This design comes from an exercise in tuning for small area on the open sky130 flow, not from production work. Function was checked by simulation only, so behaviour that the tests miss may differ from the original. The flow treats the clock pin as an ideal source. Dropping or thinning the clock tree relies on that and would not hold on a real chip. Power figures rest on the tool's default switching activity, not on a simulated workload.

== raven ==
Design conv_pixel_loader, start of the top module:
module conv_pixel_loader #(
  parameter int IMG_WIDTH  = 64,
  parameter int IMG_HEIGHT = 64,
  parameter int PIX_W      = 8
) (
  input  logic                          clk_clk,
  input  logic                          reset_reset_n,
  input  logic [PIX_W-1:0]              data_in,
  input  logic                          write_en,
  input  logic                          start_bit,
  input  logic                          reset_cnt,
  output logic [9*PIX_W-1:0]            window,
  output logic                          win_valid,
  output logic                          busy,
  output logic                          frame_done,
  output logic [$clog2(IMG_HEIGHT)-1:0] row_cnt,
  output logic [$clog2(IMG_WIDTH)-1:0]  col_cnt
);
  localparam int CW = $clog2(IMG_WIDTH);
  localparam int RW = $clog2(IMG_HEIGHT);
  localparam int NS = 2*IMG_WIDTH + 2;
  logic             r_we_q, r_st_q;
  logic             r_busy, r_done;
  logic             w_we_rise, w_st_rise;
  logic             w_start, w_accept, w_clr;
  logic [CW-1:0]    r_col;
  logic [RW-1:0]    r_row;
  logic [RW+CW-1:0] w_pos, w_pos_next;
  logic             w_last_acc;
  logic             r_win_valid;
  logic [PIX_W-1:0] r_sh [NS];
  logic [PIX_W-1:0] r_oldest;
  assign w_we_rise = write_en & ~r_we_q;
  assign w_st_rise = start_bit & ~r_st_q;
  assign w_start   = ~reset_cnt & ~r_busy & w_st_rise;
  assign w_accept  = ~reset_cnt & r_busy & w_we_rise;
  assign w_clr     = reset_cnt | w_start;
  assign w_pos     = {r_row, r_col};
  generate
    if ((1 << CW) == IMG_WIDTH && (1 << RW) == IMG_HEIGHT) begin : g_pow2
      logic [RW+CW:0] w_carry;
      assign w_carry[0] = w_accept;
      for (genvar i = 0; i < RW+CW; i++) begin : g_carry
        assign w_carry[i+1] = w_carry[i] & w_pos[i];
      end
      assign w_pos_next = w_pos ^ w_carry[RW+CW-1:0];
  ...
Size in the first run: roughly 1,100 cells after synthesis, about 100 I/O pins, ~32,000 um2 of cells after synthesis.
==> flow/config.mk <==
export PLATFORM = sky130hd
export DESIGN_NAME = conv_pixel_loader
export DESIGN_NICKNAME = conv_pixel_loader
export VERILOG_FILES = /design/flow/design.v
export SDC_FILE = /design/flow/constraint.sdc
export NUM_CORES = 4
export LEC_CHECK = 0
export CAP_MARGIN = 20
export CORE_MARGIN = 2
export CORE_UTILIZATION = 70
export SLEW_MARGIN = 20
==> flow/constraint.sdc <==
create_clock -name core_clock -period 5.0 [get_ports {clk_clk}]
set_input_delay 1.0000 -clock core_clock [delete_from_list [all_inputs] [get_ports {clk_clk}]]
set_output_delay 1.0000 -clock core_clock [all_outputs]
set_load 0.01 [all_outputs]
standard.sh (not shown) runs the stock make flow with config.mk's settings and CLKGATE_MAP_FILE= SYNTH_SCRIPT=/design/flow/synth_recipe.tcl, a recipe that flattens the netlist after the stock synthesis.
==> flow/flow/run.sh <==
#!/bin/bash
# The standard layout, with three changes: the port buffers are the smallest buffer cell,
# clock tree synthesis adds no dummy loads, and after it flatten_clk.tcl takes out the tree's
# middle level so that the root buffer drives the leaf buffers. make's full output goes to flow.log here; each ORFS
# step's own log is under orfs/logs/.
set -euo pipefail
CTS="-sink_clustering_enable -repair_clock_nets -dont_use_dummy_load"
CTS="$CTS -sink_clustering_size 35 -sink_clustering_max_diameter 70"
CTS="$CTS -buf_list sky130_fd_sc_hd__clkbuf_16"
bash standard.sh "CTS_ARGS=$CTS" \
  "POST_CTS_TCL=$PWD/flow/flatten_clk.tcl" \
  "BUFFER_PORTS_ARGS=-buffer_cell sky130_fd_sc_hd__buf_1" \
  finish > flow.log 2>&1
==> flow/flow/flatten_clk.tcl <==
# Take out the clock tree's middle level: the root buffer then drives the leaf buffers directly.
# Only buffers whose loads are all clock buffers are taken out, so every register keeps the
# same number of buffers (root, leaf) between it and the clock port.
set block [ord::get_db_block]
set clk_port_net [$block findNet clk_clk]
set roots {}
foreach it [$clk_port_net getITerms] {
  if {[$it isInputSignal] || [[$it getMTerm] getIoType] eq "INPUT"} { lappend roots [$it getInst] }
}
set removed 0
foreach root $roots {
  if {![string match "*clkbuf*" [[$root getMaster] getName]]} { continue }
  set root_net [[$root findITerm X] getNet]
  set mids {}
  foreach it [$root_net getITerms] {
    set inst [$it getInst]
    if {$inst eq $root} { continue }
    if {![string match "*clkbuf*" [[$inst getMaster] getName]]} { continue }
    set all_bufs 1
    set out [[$inst findITerm X] getNet]
    foreach lit [$out getITerms] {
      set li [$lit getInst]
      if {$li eq $inst} { continue }
      if {![string match "*clkbuf*" [[$li getMaster] getName]]} { set all_bufs 0 }
    }
    if {$all_bufs} { lappend mids $inst }
  }
  foreach mid $mids {
    set out [[$mid findITerm X] getNet]
    foreach lit [$out getITerms] {
      if {[$lit getInst] eq $mid} { continue }
      $lit disconnect
      $lit connect $root_net
    }
    [$mid findITerm A] disconnect
    [$mid findITerm X] disconnect
    odb::dbInst_destroy $mid
    odb::dbNet_destroy $out
    incr removed
  }
}
puts "flatten_clk: removed $removed middle clock buffers"
## Diff of input files: delta against raven
==> flow/flow/run.sh <==
#!/bin/bash
# The standard layout, with four changes: the floorplan step removes synthesis's buffers
# instead of sizing cells up for timing it measures before the enable net is buffered; the port
# buffers are the smallest buffer cell; clock tree synthesis adds no dummy loads; and after it
# flatten_clk.tcl takes out the tree's middle level so that the root buffer drives the leaf
# buffers. make's full output goes to flow.log here; each ORFS step's own log is under
# orfs/logs/.
set -euo pipefail
CTS="-sink_clustering_enable -repair_clock_nets -dont_use_dummy_load"
CTS="$CTS -sink_clustering_size 35 -sink_clustering_max_diameter 70"
CTS="$CTS -buf_list sky130_fd_sc_hd__clkbuf_16"
bash standard.sh "CTS_ARGS=$CTS" \
  "POST_CTS_TCL=$PWD/flow/flatten_clk.tcl" \
  "REMOVE_ABC_BUFFERS=1" \
  "BUFFER_PORTS_ARGS=-buffer_cell sky130_fd_sc_hd__buf_1" \
  finish > flow.log 2>&1
Results
Comparing delta with raven, the part of the total power dissipated in the clock network came out essentially unchanged.
Taking raven as the reference, in delta starting utilization of the core area essentially unchanged, count of endpoints failing hold in the final timing report essentially unchanged.

Another version of the RTL of conv_pixel_loader (not shown whole).
Size: about 1100 cells after synthesis, roughly 100 I/O pins, ~0.032 mm^2 of cells after synthesis.
Design conv_pixel_loader, start of the top module:
module conv_pixel_loader #(
  parameter int IMG_WIDTH  = 64,
  parameter int IMG_HEIGHT = 64,
  parameter int PIX_W      = 8
) (
  input  logic                          clk_clk,
  input  logic                          reset_reset_n,
  input  logic [PIX_W-1:0]              data_in,
  input  logic                          write_en,
  input  logic                          start_bit,
  input  logic                          reset_cnt,
  output logic [9*PIX_W-1:0]            window,
  output logic                          win_valid,
  output logic                          busy,
  output logic                          frame_done,
  output logic [$clog2(IMG_HEIGHT)-1:0] row_cnt,
  output logic [$clog2(IMG_WIDTH)-1:0]  col_cnt
);
  localparam int CW = $clog2(IMG_WIDTH);
  localparam int RW = $clog2(IMG_HEIGHT);
  localparam int NS = 2*IMG_WIDTH + 2;
  logic             r_we_q, r_st_q;
  logic             r_busy, r_done;
  logic             w_we_rise, w_st_rise;
  ...
export LEC_CHECK = 0
export CAP_MARGIN = 20
export CORE_MARGIN = 2
export CORE_UTILIZATION = 70
export SLEW_MARGIN = 20
create_clock -name core_clock -period 5.0 [get_ports {clk_clk}]
==> flow/flow/run.sh <==
#!/bin/bash
# The standard layout, with two changes: the port buffers are the smallest buffer cell, and
# clock tree synthesis adds no dummy loads. make's full output goes to flow.log here; each ORFS
# step's own log is under orfs/logs/.
set -euo pipefail
CTS="-sink_clustering_enable -repair_clock_nets -dont_use_dummy_load"
CTS="$CTS -sink_clustering_size 20 -sink_clustering_max_diameter 45 -root_buf sky130_fd_sc_hd__clkbuf_16"
CTS="$CTS -buf_list {sky130_fd_sc_hd__clkbuf_8 sky130_fd_sc_hd__clkbuf_16}"
bash standard.sh "CTS_ARGS=$CTS" \
  "BUFFER_PORTS_ARGS=-buffer_cell sky130_fd_sc_hd__buf_1" \
  finish > flow.log 2>&1
Next try:
--- a/flow/flow/run.sh
+++ b/flow/flow/run.sh
@@ -5,6 +5,6 @@
 set -euo pipefail
 CTS="-sink_clustering_enable -repair_clock_nets -dont_use_dummy_load"
-CTS="$CTS -sink_clustering_size 20 -sink_clustering_max_diameter 45 -root_buf sky130_fd_sc_hd__clkbuf_16"
-CTS="$CTS -buf_list {sky130_fd_sc_hd__clkbuf_8 sky130_fd_sc_hd__clkbuf_16}"
+CTS="$CTS -sink_clustering_size 40 -sink_clustering_max_diameter 60"
+CTS="$CTS -buf_list sky130_fd_sc_hd__clkbuf_16"
 bash standard.sh "CTS_ARGS=$CTS" \
   "BUFFER_PORTS_ARGS=-buffer_cell sky130_fd_sc_hd__buf_1" \
--- a/flow/config.mk
+++ b/flow/config.mk
@@ -8,4 +8,4 @@
 export CAP_MARGIN = 20
 export CORE_MARGIN = 2
-export CORE_UTILIZATION = 70
+export CORE_UTILIZATION = 80
 export SLEW_MARGIN = 20
Outcome:
- The changed run died in detailed placement
- area after synthesis stays the same
- synthesized cell count does not change
Next try:
--- a/flow/flow/run.sh
+++ b/flow/flow/run.sh
@@ -5,6 +5,6 @@
 set -euo pipefail
 CTS="-sink_clustering_enable -repair_clock_nets -dont_use_dummy_load"
-CTS="$CTS -sink_clustering_size 40 -sink_clustering_max_diameter 60"
-CTS="$CTS -buf_list sky130_fd_sc_hd__clkbuf_16"
+CTS="$CTS -sink_clustering_size 20 -sink_clustering_max_diameter 45 -root_buf sky130_fd_sc_hd__clkbuf_16"
+CTS="$CTS -buf_list \"sky130_fd_sc_hd__clkbuf_8 sky130_fd_sc_hd__clkbuf_16\""
 bash standard.sh "CTS_ARGS=$CTS" \
   "BUFFER_PORTS_ARGS=-buffer_cell sky130_fd_sc_hd__buf_1" \
--- a/flow/config.mk
+++ b/flow/config.mk
@@ -8,4 +8,4 @@
 export CAP_MARGIN = 20
 export CORE_MARGIN = 2
-export CORE_UTILIZATION = 80
+export CORE_UTILIZATION = 70
 export SLEW_MARGIN = 20
Now the flow aborted during clock tree synthesis.
Synthesized area does not change.
Synthesized cell count does not change.
Next try:
--- a/flow/flow/run.sh
+++ b/flow/flow/run.sh
@@ -5,6 +5,6 @@
 set -euo pipefail
 CTS="-sink_clustering_enable -repair_clock_nets -dont_use_dummy_load"
-CTS="$CTS -sink_clustering_size 20 -sink_clustering_max_diameter 45 -root_buf sky130_fd_sc_hd__clkbuf_16"
-CTS="$CTS -buf_list \"sky130_fd_sc_hd__clkbuf_8 sky130_fd_sc_hd__clkbuf_16\""
+CTS="$CTS -sink_clustering_size 35 -sink_clustering_max_diameter 70"
+CTS="$CTS -buf_list sky130_fd_sc_hd__clkbuf_16"
 bash standard.sh "CTS_ARGS=$CTS" \
   "BUFFER_PORTS_ARGS=-buffer_cell sky130_fd_sc_hd__buf_1" \
--- a/flow/config.mk
+++ b/flow/config.mk
@@ -6,6 +6,6 @@
 export NUM_CORES = 4
 export LEC_CHECK = 0
-export CAP_MARGIN = 20
+export CAP_MARGIN = 5
 export CORE_MARGIN = 2
 export CORE_UTILIZATION = 70
-export SLEW_MARGIN = 20
+export SLEW_MARGIN = 5
Outcome: The changed run passed the timing, DRC and antenna checks; synthesized area is unchanged; synthesized cell count is unchanged.

conv_pixel_loader with an RTL version that a note above also has.
Size: roughly 1100 cells after synthesis, ~1100 flip-flops, about 100 I/O pins, roughly 32000 sq um of cells after synthesis.
export LEC_CHECK = 0
export CAP_MARGIN = 20
export CORE_MARGIN = 2
export CORE_UTILIZATION = 70
export SLEW_MARGIN = 20
create_clock -name core_clock -period 5.0 [get_ports {clk_clk}]
==> flow/flow/run.sh <==
#!/bin/bash
# The standard layout, with four changes: the floorplan step removes synthesis's buffers
# instead of sizing cells up for timing it measures before the enable net is buffered; the port
# buffers are the smallest buffer cell; clock tree synthesis adds no dummy loads; and after it
# flatten_clk.tcl takes out the tree's middle level so that the root buffer drives the leaf
# buffers. make's full output goes to flow.log here; each ORFS step's own log is under
# orfs/logs/.
set -euo pipefail
CTS="-sink_clustering_enable -repair_clock_nets -dont_use_dummy_load"
CTS="$CTS -sink_clustering_size 35 -sink_clustering_max_diameter 70"
CTS="$CTS -buf_list sky130_fd_sc_hd__clkbuf_16"
bash standard.sh "CTS_ARGS=$CTS" \
  "POST_CTS_TCL=$PWD/flow/post_cts.tcl" \
  "REMOVE_ABC_BUFFERS=1" \
  "BUFFER_PORTS_ARGS=-buffer_cell sky130_fd_sc_hd__buf_1" \
  finish > flow.log 2>&1
==> flow/flow/recluster.tcl <==
# Rebuild the clock tree's leaf level: the register clock pins are split by recursive bisection
# into LEAF_GROUPS compact groups of nearly equal size, each driven by one leaf buffer placed at
# its group's centre, and the root buffer drives every leaf buffer. Run after flatten_clk.tcl.
set block [ord::get_db_block]
set leaf_master [[ord::get_db] findMaster sky130_fd_sc_hd__clkbuf_16]
set group_size 34

proc split_groups {pts k} {
  if {$k <= 1} { return [list $pts] }
  set xs [lmap p $pts {lindex $p 0}]
  set ys [lmap p $pts {lindex $p 1}]
  set dx [expr {[tcl::mathfunc::max {*}$xs] - [tcl::mathfunc::min {*}$xs]}]
  set dy [expr {[tcl::mathfunc::max {*}$ys] - [tcl::mathfunc::min {*}$ys]}]
  set sorted [lsort -integer -index [expr {$dx >= $dy ? 0 : 1}] $pts]
  set k1 [expr {$k / 2}]
  set cut [expr {int(round(double([llength $sorted]) * $k1 / $k))}]
  return [concat [split_groups [lrange $sorted 0 [expr {$cut - 1}]] $k1] \
                 [split_groups [lrange $sorted $cut end] [expr {$k - $k1}]]]
}

set roots {}
foreach it [[$block findNet clk_clk] getITerms] { lappend roots [$it getInst] }
if {[llength $roots] != 1 || ![string match "*clkbuf*" [[[lindex $roots 0] getMaster] getName]]} {
  error "recluster: expected one clock root buffer"
}
set root [lindex $roots 0]
set root_net [[$root findITerm X] getNet]

# The leaf buffers and the register clock pins they drive.
set leaves {}
set pts {}
foreach it [$root_net getITerms] {
  set inst [$it getInst]
  if {$inst eq $root} { continue }
  if {![string match "*clkbuf*" [[$inst getMaster] getName]]} { error "recluster: root drives [$inst getName]" }
  lappend leaves $inst
  foreach lit [[[$inst findITerm X] getNet] getITerms] {
    set s [$lit getInst]
    if {$s eq $inst} { continue }
    if {![[$s getMaster] isSequential]} { error "recluster: leaf drives [$s getName]" }
    set bb [$s getBBox]
    lappend pts [list [expr {([$bb xMin] + [$bb xMax]) / 2}] [expr {([$bb yMin] + [$bb yMax]) / 2}] $lit]
  }
}

foreach leaf $leaves {
  set net [[$leaf findITerm X] getNet]
  foreach lit [$net getITerms] { $lit disconnect }
  [$leaf findITerm A] disconnect
  odb::dbInst_destroy $leaf
  odb::dbNet_destroy $net
}

set k [expr {([llength $pts] + $group_size - 1) / $group_size}]
set i 0
set w [$leaf_master getWidth]
set h [$leaf_master getHeight]
foreach g [split_groups $pts $k] {
  set sx 0
  set sy 0
  foreach p $g { incr sx [lindex $p 0]; incr sy [lindex $p 1] }
  set n [llength $g]
  set buf [odb::dbInst_create $block $leaf_master "clkleaf_${i}"]
  set net [odb::dbNet_create $block "clkleafnet_${i}"]
  $net setSigType CLOCK
  [$buf findITerm A] connect $root_net
  [$buf findITerm X] connect $net
  foreach p $g { [lindex $p 2] connect $net }
  $buf setLocation [expr {$sx / $n - $w / 2}] [expr {$sy / $n - $h / 2}]
  $buf setPlacementStatus PLACED
  incr i
}
puts "recluster: [llength $pts] clock pins, $k leaf buffers (were [llength $leaves])"
Other scripts of this flow, unchanged in this note and not shown: flow/flow/flatten_clk.tcl, flow/flow/post_cts.tcl
Rerun with:
--- a/flow/flow/recluster.tcl
+++ b/flow/flow/recluster.tcl
@@ -4,5 +4,5 @@
 set block [ord::get_db_block]
 set leaf_master [[ord::get_db] findMaster sky130_fd_sc_hd__clkbuf_16]
-set group_size 34
+set group_size 36
 
 proc split_groups {pts k} {
Effect: The changed run produced a clean layout; total power fell by 0.44%; area after synthesis stays the same; routed wire length barely changes; design area is about the same; global-route usage climbs by 0.21 points; final cell count hardly moves; clock skew stays flat; sequential share of layout area climbs by 0.14 points.
No run of this note takes its clock network from TritonCTS; it comes from the design's own scripts or RTL.

re-timing with driven ports:
No port has a modelled driver above. Below, the same layouts with a new extraction and two added sets of constraints.
Step 1: set_driving_cell puts a clkbuf_16 on clk_clk and a buf_2 on each other input, an assumption about the parent block.
Step 2 moves the port delays by t, midway between the first and last clock arrival at a register: inputs arrive t later, outputs are due t later. That takes back most of the time a late clock gives input paths.
Three values: no drivers, after step 1, after step 2; two values: the first two.
run	shift t [ns]	setup slack, ns	worst register clock-pin slew, ns
raven	0.740	1.966 / 1.998 / 1.266	0.12 / 0.12
delta	0.736	1.799 / 1.799 / 1.105	0.12 / 0.12
the first run of note 2	0.649	2.355 / 2.390 / 1.741	0.08 / 0.08
the fourth run of note 2	0.621	2.371 / 2.407 / 1.786	0.12 / 0.12
the first run of note 3	0.716	1.797 / 1.797 / 1.119	0.11 / 0.11
the second run of note 3	0.712	1.792 / 1.793 / 1.113	0.12 / 0.12
After both steps every run listed still meets setup and hold. For raven, which loses most, drivers alone change the setup slack by +0.032 ns; drivers and shift together by -0.700 ns.
